Background: an optimization exercise with open tools, aiming at small area. Do not read the settings as production practice. Function was checked by simulation only, so behaviour that the tests miss may differ from the original. No activity file was given, so power comes from the tool's default toggle rates. The flow treats the clock pin as an ideal source, which a real chip does not have.

==> inputs of v22 <==
==> flow/design.v <==
package regfile_pkg;
    localparam int XLEN_DEFAULT = 32;
    localparam int NREG_DEFAULT = 32;
    localparam int AW_DEFAULT   = 5;
    typedef enum logic {
        RF_CLEAR = 1'b0,
        RF_READY = 1'b1
    } rf_state_t;
    typedef logic [AW_DEFAULT-1:0] reg_idx_t;
endpackage
module regfile_aoi222 (
    input  logic a0, b0, a1, b1, a2, b2,
    output logic y
);
    assign y = ~((a0 & b0) | (a1 & b1) | (a2 & b2));
endmodule
module regfile_nand2 (
    input  logic a, b,
    output logic y
);
    assign y = ~(a & b);
endmodule
module regfile_nand3 (
    input  logic a, b, c,
    output logic y
);
    assign y = ~(a & b & c);
endmodule
module regfile_nand4 (
    input  logic a, b, c, d,
    output logic y
);
    assign y = ~(a & b & c & d);
endmodule
module regfile_or3 (
    input  logic a, b, c,
    output logic y
);
    assign y = a | b | c;
endmodule
module regfile_and2 (
    input  logic a, b,
    output logic y
);
    assign y = a & b;
endmodule
module regfile_rd_bit (
    input  logic [31:1] sel,
    input  logic [31:1] d,
    output logic        y
);
    logic [10:0] g;    
    logic [2:0]  h;    
    for (genvar k = 0; k < 10; k++) begin : g_aoi
        regfile_aoi222 u_aoi (
            .a0 (sel[3*k+1]), .b0 (d[3*k+1]),
            .a1 (sel[3*k+2]), .b1 (d[3*k+2]),
            .a2 (sel[3*k+3]), .b2 (d[3*k+3]),
            .y  (g[k])
        );
    end
    regfile_nand2 u_n31 (.a(sel[31]), .b(d[31]), .y(g[10]));
    regfile_nand4 u_h0 (.a(g[0]), .b(g[1]), .c(g[2]), .d(g[3]), .y(h[0]));
    regfile_nand4 u_h1 (.a(g[4]), .b(g[5]), .c(g[6]), .d(g[7]), .y(h[1]));
    regfile_nand3 u_h2 (.a(g[8]), .b(g[9]), .c(g[10]), .y(h[2]));
    regfile_or3   u_y  (.a(h[0]), .b(h[1]), .c(h[2]), .y(y));
endmodule
module regfile_rd_port
#(
    parameter int XLEN = regfile_pkg::XLEN_DEFAULT,
    parameter int NREG = regfile_pkg::NREG_DEFAULT,
    parameter int AW   = regfile_pkg::AW_DEFAULT
) (
    input  logic                       clk,
    input  logic                       busy,
    input  logic [AW-1:0]              raddr,
    input  logic [NREG-1:1][XLEN-1:0]  regs,
    output logic [XLEN-1:0]            rdata
);
    logic [3:0]        lo;
    logic [NREG/4-1:0] hi;
    logic [NREG-1:1]   sel;
    logic [XLEN-1:0]   rdata_d;
    logic [XLEN-1:0]   rdata_q;
    always_comb begin
        for (int j = 0; j < 4; j++) begin
            lo[j] = !busy && (raddr[1:0] == 2'(j));
        end
        for (int k = 0; k < NREG / 4; k++) begin
            hi[k] = (raddr[AW-1:2] == (AW-2)'(k));
        end
    end
    for (genvar i = 1; i < NREG; i++) begin : g_sel
        regfile_and2 u_sel (.a(lo[i % 4]), .b(hi[i / 4]), .y(sel[i]));
    end
    for (genvar b = 0; b < XLEN; b++) begin : g_bit
        logic [NREG-1:1] col;
        for (genvar i = 1; i < NREG; i++) begin : g_col
            assign col[i] = regs[i][b];
        end
        regfile_rd_bit u_bit (.sel(sel), .d(col), .y(rdata_d[b]));
    end
    always_ff @(posedge clk) begin
        rdata_q <= rdata_d;
    end
    assign rdata = rdata_q;
endmodule
module regfile_2r1w
#(
    parameter int XLEN = regfile_pkg::XLEN_DEFAULT,
    parameter int NREG = regfile_pkg::NREG_DEFAULT,
    parameter int AW   = regfile_pkg::AW_DEFAULT
) (
    input  logic            C,
    input  logic            R,
    input  logic            we,
    input  logic [AW-1:0]   waddr,
    input  logic [XLEN-1:0] wdata,
    input  logic [AW-1:0]   raddr1,
    input  logic [AW-1:0]   raddr2,
    output logic [XLEN-1:0] rdata1,
    output logic [XLEN-1:0] rdata2,
    output logic            busy
);
    logic [NREG-1:1][XLEN-1:0] regs_q;
    logic            clr_q;       
    logic [AW-1:0]   idx_q;       
    logic [AW-1:0]   wa;
    logic [XLEN-1:0] wd;
    logic            wv;
    logic [3:0]        wlo;
    logic [NREG/4-1:0] whi;
    logic [NREG-1:1]   wen;
    assign busy = R || clr_q;
    always_ff @(posedge C) begin
        if (R) begin
            clr_q <= 1'b1;
            idx_q <= AW'(1);
        end else if (clr_q) begin
            clr_q <= (idx_q != AW'(NREG - 1));
            idx_q <= idx_q + AW'(1);
        end
    end
    assign wv = !R && (clr_q || we);
    assign wa = clr_q ? idx_q : waddr;
    assign wd = clr_q ? '0 : wdata;
    always_comb begin
        for (int j = 0; j < 4; j++) begin
            wlo[j] = wv && (wa[1:0] == 2'(j));
        end
        for (int k = 0; k < NREG / 4; k++) begin
            whi[k] = (wa[AW-1:2] == (AW-2)'(k));
        end
    end
    for (genvar i = 1; i < NREG; i++) begin : g_wen
        regfile_and2 u_wen (.a(wlo[i % 4]), .b(whi[i / 4]), .y(wen[i]));
    end
    always_ff @(posedge C) begin
        for (int i = 1; i < NREG; i++) begin
            if (wen[i]) begin
                regs_q[i] <= wd;
            end
        end
    end
    regfile_rd_port #(
        .XLEN (XLEN),
        .NREG (NREG),
        .AW   (AW)
    ) u_rd_port1 (
        .clk   (C),
        .busy  (busy),
        .raddr (raddr1),
        .regs  (regs_q),
        .rdata (rdata1)
    );
    regfile_rd_port #(
        .XLEN (XLEN),
        .NREG (NREG),
        .AW   (AW)
    ) u_rd_port2 (
        .clk   (C),
        .busy  (busy),
        .raddr (raddr2),
        .regs  (regs_q),
        .rdata (rdata2)
    );
endmodule
==> flow/flow/run.sh <==
#!/bin/bash
# The standard layout (the standard.sh, all ORFS steps), with three changes:
# - after the standard synthesis, the AND2/NAND2/NOR2 gates that drive nets of
#   fanout 20 or more (the select lines of the read ports and the write
#   enables) are swapped for the x4 cell of the same function (flow/upsize.tcl),
#   so that placement repair does not add a buffer behind each of them;
# - the port buffers that global placement inserts on every input and output
#   are the smallest buffer, sky130_fd_sc_hd__buf_1, instead of the cell
#   buffer_ports picks by default (clkdlybuf4s50_1);
# - clock tree synthesis adds no dummy loads (-dont_use_dummy_load); its other
#   arguments are ORFS's own, with config.mk's cluster size and diameter.
# Each step's output goes to its own log file in this folder.
set -euo pipefail
bash standard.sh synth > standard_synth.log 2>&1
UPSIZE_ODB=orfs/results/sky130hd/regfile_2r1w/base/1_synth.odb UPSIZE_MIN_FANOUT=20 \
  openroad -exit -no_init flow/upsize.tcl > upsize.log 2>&1
bash standard.sh \
  "BUFFER_PORTS_ARGS=-buffer_cell sky130_fd_sc_hd__buf_1" \
  "CTS_ARGS=-sink_clustering_enable -repair_clock_nets -sink_clustering_size 30 -sink_clustering_max_diameter 90 -dont_use_dummy_load" \
  finish > standard_flow.log 2>&1
==> flow/flow/upsize.tcl <==
# Upsize the single-strength AND2/NOR2/NAND2 gates that drive high-fanout nets
# (the register-file select and write-enable lines) to the x4 cell of the same
# function, so that placement repair does not add a buffer after each.
set odb $::env(UPSIZE_ODB)
read_db $odb
set block [ord::get_db_block]
set db [ord::get_db]
set n 0
foreach inst [$block getInsts] {
  set m [[$inst getMaster] getName]
  if {![regexp {^sky130_fd_sc_hd__(and2|nand2|nor2)_1$} $m -> fn]} continue
  foreach it [$inst getITerms] {
    if {![$it isOutputSignal]} continue
    set net [$it getNet]
    if {$net eq "NULL"} continue
    set fo [expr {[llength [$net getITerms]] - 1}]
    if {$fo >= $::env(UPSIZE_MIN_FANOUT)} {
      set new [$db findMaster "sky130_fd_sc_hd__${fn}_4"]
      $inst swapMaster $new
      incr n
    }
  }
}
puts "upsized $n drivers"
write_db $odb
==> flow/standard.sh <==
#!/bin/bash
# synth_recipe.tcl (not shown) runs the flow's synth.tcl, then flattens the netlist and writes it again
# the make line also repeats each setting of config.mk as NAME=value (left out here)
make -C /OpenROAD-flow-scripts/flow DESIGN_CONFIG=/design/flow/config.mk WORK_HOME=/design/flow/orfs CLKGATE_MAP_FILE= SYNTH_SCRIPT=/design/flow/synth_recipe.tcl "${@:-finish}"
==> flow/config.mk <==
export PLATFORM = sky130hd
export DESIGN_NAME = regfile_2r1w
export DESIGN_NICKNAME = regfile_2r1w
export VERILOG_FILES = /design/flow/design.v
export SDC_FILE = /design/flow/constraint.sdc
export NUM_CORES = 4
export LEC_CHECK = 0
export CAP_MARGIN = 20
export CORE_MARGIN = 2
export CORE_UTILIZATION = 60
export CTS_CLUSTER_DIAMETER = 90
export CTS_CLUSTER_SIZE = 30
export SETUP_SLACK_MARGIN = 0.1
export SLEW_MARGIN = 20
export SYNTH_HIERARCHICAL = 1
export SYNTH_MINIMUM_KEEP_SIZE = 0
==> flow/constraint.sdc <==
create_clock -name core_clock -period 5.0 [get_ports {C}]
set_input_delay 1.0000 -clock core_clock [delete_from_list [all_inputs] [get_ports {C}]]
set_output_delay 1.0000 -clock core_clock [all_outputs]
set_load 0.01 [all_outputs]
==> v15: changes against v22 <==
==> flow/design.v, changed modules only <==
module regfile_rd_port
#(
    parameter int XLEN = regfile_pkg::XLEN_DEFAULT,
    parameter int NREG = regfile_pkg::NREG_DEFAULT,
    parameter int AW   = regfile_pkg::AW_DEFAULT
) (
    input  logic [AW-1:0]              raddr_q,
    input  logic [NREG-1:1][XLEN-1:0]  regs,
    output logic [XLEN-1:0]            rdata
);
    logic [NREG-1:1] sel;
    always_comb begin
        for (int i = 1; i < NREG; i++) begin
            sel[i] = (raddr_q == AW'(i));
        end
    end
    for (genvar b = 0; b < XLEN; b++) begin : g_bit
        logic [NREG-1:1] col;
        for (genvar i = 1; i < NREG; i++) begin : g_col
            assign col[i] = regs[i][b];
        end
        regfile_rd_bit u_bit (.sel(sel), .d(col), .y(rdata[b]));
    end
endmodule
module regfile_2r1w
#(
    parameter int XLEN = regfile_pkg::XLEN_DEFAULT,
    parameter int NREG = regfile_pkg::NREG_DEFAULT,
    parameter int AW   = regfile_pkg::AW_DEFAULT
) (
    input  logic            C,
    input  logic            R,
    input  logic            we,
    input  logic [AW-1:0]   waddr,
    input  logic [XLEN-1:0] wdata,
    input  logic [AW-1:0]   raddr1,
    input  logic [AW-1:0]   raddr2,
    output logic [XLEN-1:0] rdata1,
    output logic [XLEN-1:0] rdata2,
    output logic            busy
);
    logic [NREG-1:1][XLEN-1:0] regs_q;
    logic            clr_q;       
    logic [AW-1:0]   pa_q;        
    logic [XLEN-1:0] pd_q;        
    logic [AW-1:0]   ra1_q;
    logic [AW-1:0]   ra2_q;
    assign busy = R || clr_q;
    always_ff @(posedge C) begin
        if (R) begin
            clr_q <= 1'b1;
            pa_q  <= AW'(1);
        end else if (clr_q) begin
            clr_q <= (pa_q != AW'(NREG - 1));
            pa_q  <= pa_q + AW'(1);
        end else begin
            pa_q  <= we ? waddr : '0;
        end
    end
    always_ff @(posedge C) begin
        pd_q  <= busy ? '0 : wdata;
        ra1_q <= busy ? '0 : raddr1;
        ra2_q <= busy ? '0 : raddr2;
    end
    always_ff @(posedge C) begin
        for (int i = 1; i < NREG; i++) begin
            if (pa_q == AW'(i)) begin
                regs_q[i] <= pd_q;
            end
        end
    end
    regfile_rd_port #(
        .XLEN (XLEN),
        .NREG (NREG),
        .AW   (AW)
    ) u_rd_port1 (
        .raddr_q (ra1_q),
        .regs    (regs_q),
        .rdata   (rdata1)
    );
    regfile_rd_port #(
        .XLEN (XLEN),
        .NREG (NREG),
        .AW   (AW)
    ) u_rd_port2 (
        .raddr_q (ra2_q),
        .regs    (regs_q),
        .rdata   (rdata2)
    );
endmodule
// module regfile_and2 removed
==> flow/flow/run.sh (replaced) <==
#!/bin/bash
# The standard layout (the standard.sh, all ORFS steps), with one change:
# the port buffers that global placement inserts on every input and output
# are the smallest buffer, sky130_fd_sc_hd__buf_1, instead of the cell
# buffer_ports picks by default (clkdlybuf4s50_1).
set -euo pipefail
bash standard.sh "BUFFER_PORTS_ARGS=-buffer_cell sky130_fd_sc_hd__buf_1" finish > standard_flow.log 2>&1
removed: flow/flow/upsize.tcl
==> qor summary <==
item                                                                            v22                          v15
Insertion delay to the later sink of the worst-skew pair                     640 ps                       630 ps
Setup crit start                                                                  R                     ra2_q[0]
Min-delay worst type                                         flip-flop to flip-flop       input pin to flip-flop
Critical path's slowest cell                               sky130_fd_sc_hd__nor3b_1      sky130_fd_sc_hd__nor2_4
Type of the setup path with the least slack                  input pin to flip-flop  flip-flop to primary output
Antenna diodes                                                                    2                            3
Sequential fraction of design power                                           0.699                        0.687
Worst r2r dst                                                u_rd_port1.rdata_q[20]                   regs_q[41]
Reg-to-Reg Start                                                              clr_q                      pa_q[0]
Number of clock buffers inserted by TritonCTS                                    42                           41
Area fraction of the dominant cell type after synthesis                       0.732                        0.741
P_leak                                                                      13.7 nW                      13.3 nW
Buffer count excluding the clock tree in the final layout                       135                          200
Number of logic inverters in the finished layout                                  1                            5
Run status                                         no timing/DRC/antenna violations  no timing/DRC/antenna violations
Slowest stage delay, CP                                                      910 ps                      1070 ps
Multiplexer share of the synthesized area                                   0.00181                            0
Layout clock buffer count                                                        42                           63
Synth Area in Simple Gates                                                   0.0705                       0.0693

==> separate check: timing with driven ports <==
Ports are ideal in the flow. The routed layouts listed here were re-timed in OpenROAD. Step 1, drivers: a clkbuf_16 drives C and a buf_2 each remaining input, both assumed. Step 2 moves the port delays by t, midway between the first and last clock arrival at a register: inputs arrive t later, outputs are due t later. That takes back most of the time a late clock gives input paths. Slacks: ideal / step 1 / step 2; pairs: ideal / step 1.
run | t, ns | slack for setup (ns) | hold slack, ns
v22 | 0.673 | 1.319 / 1.364 / 0.691 | 0.537 / 0.537 / 0.537
v15 | 0.688 | 0.209 / 0.144 / 0.831 | 0.570 / 0.533 / 0.642
After both steps every run listed still meets setup and hold. The setup slack of v22, which loses most, moves by +0.045 ns with the drivers and by -0.628 ns with both steps.
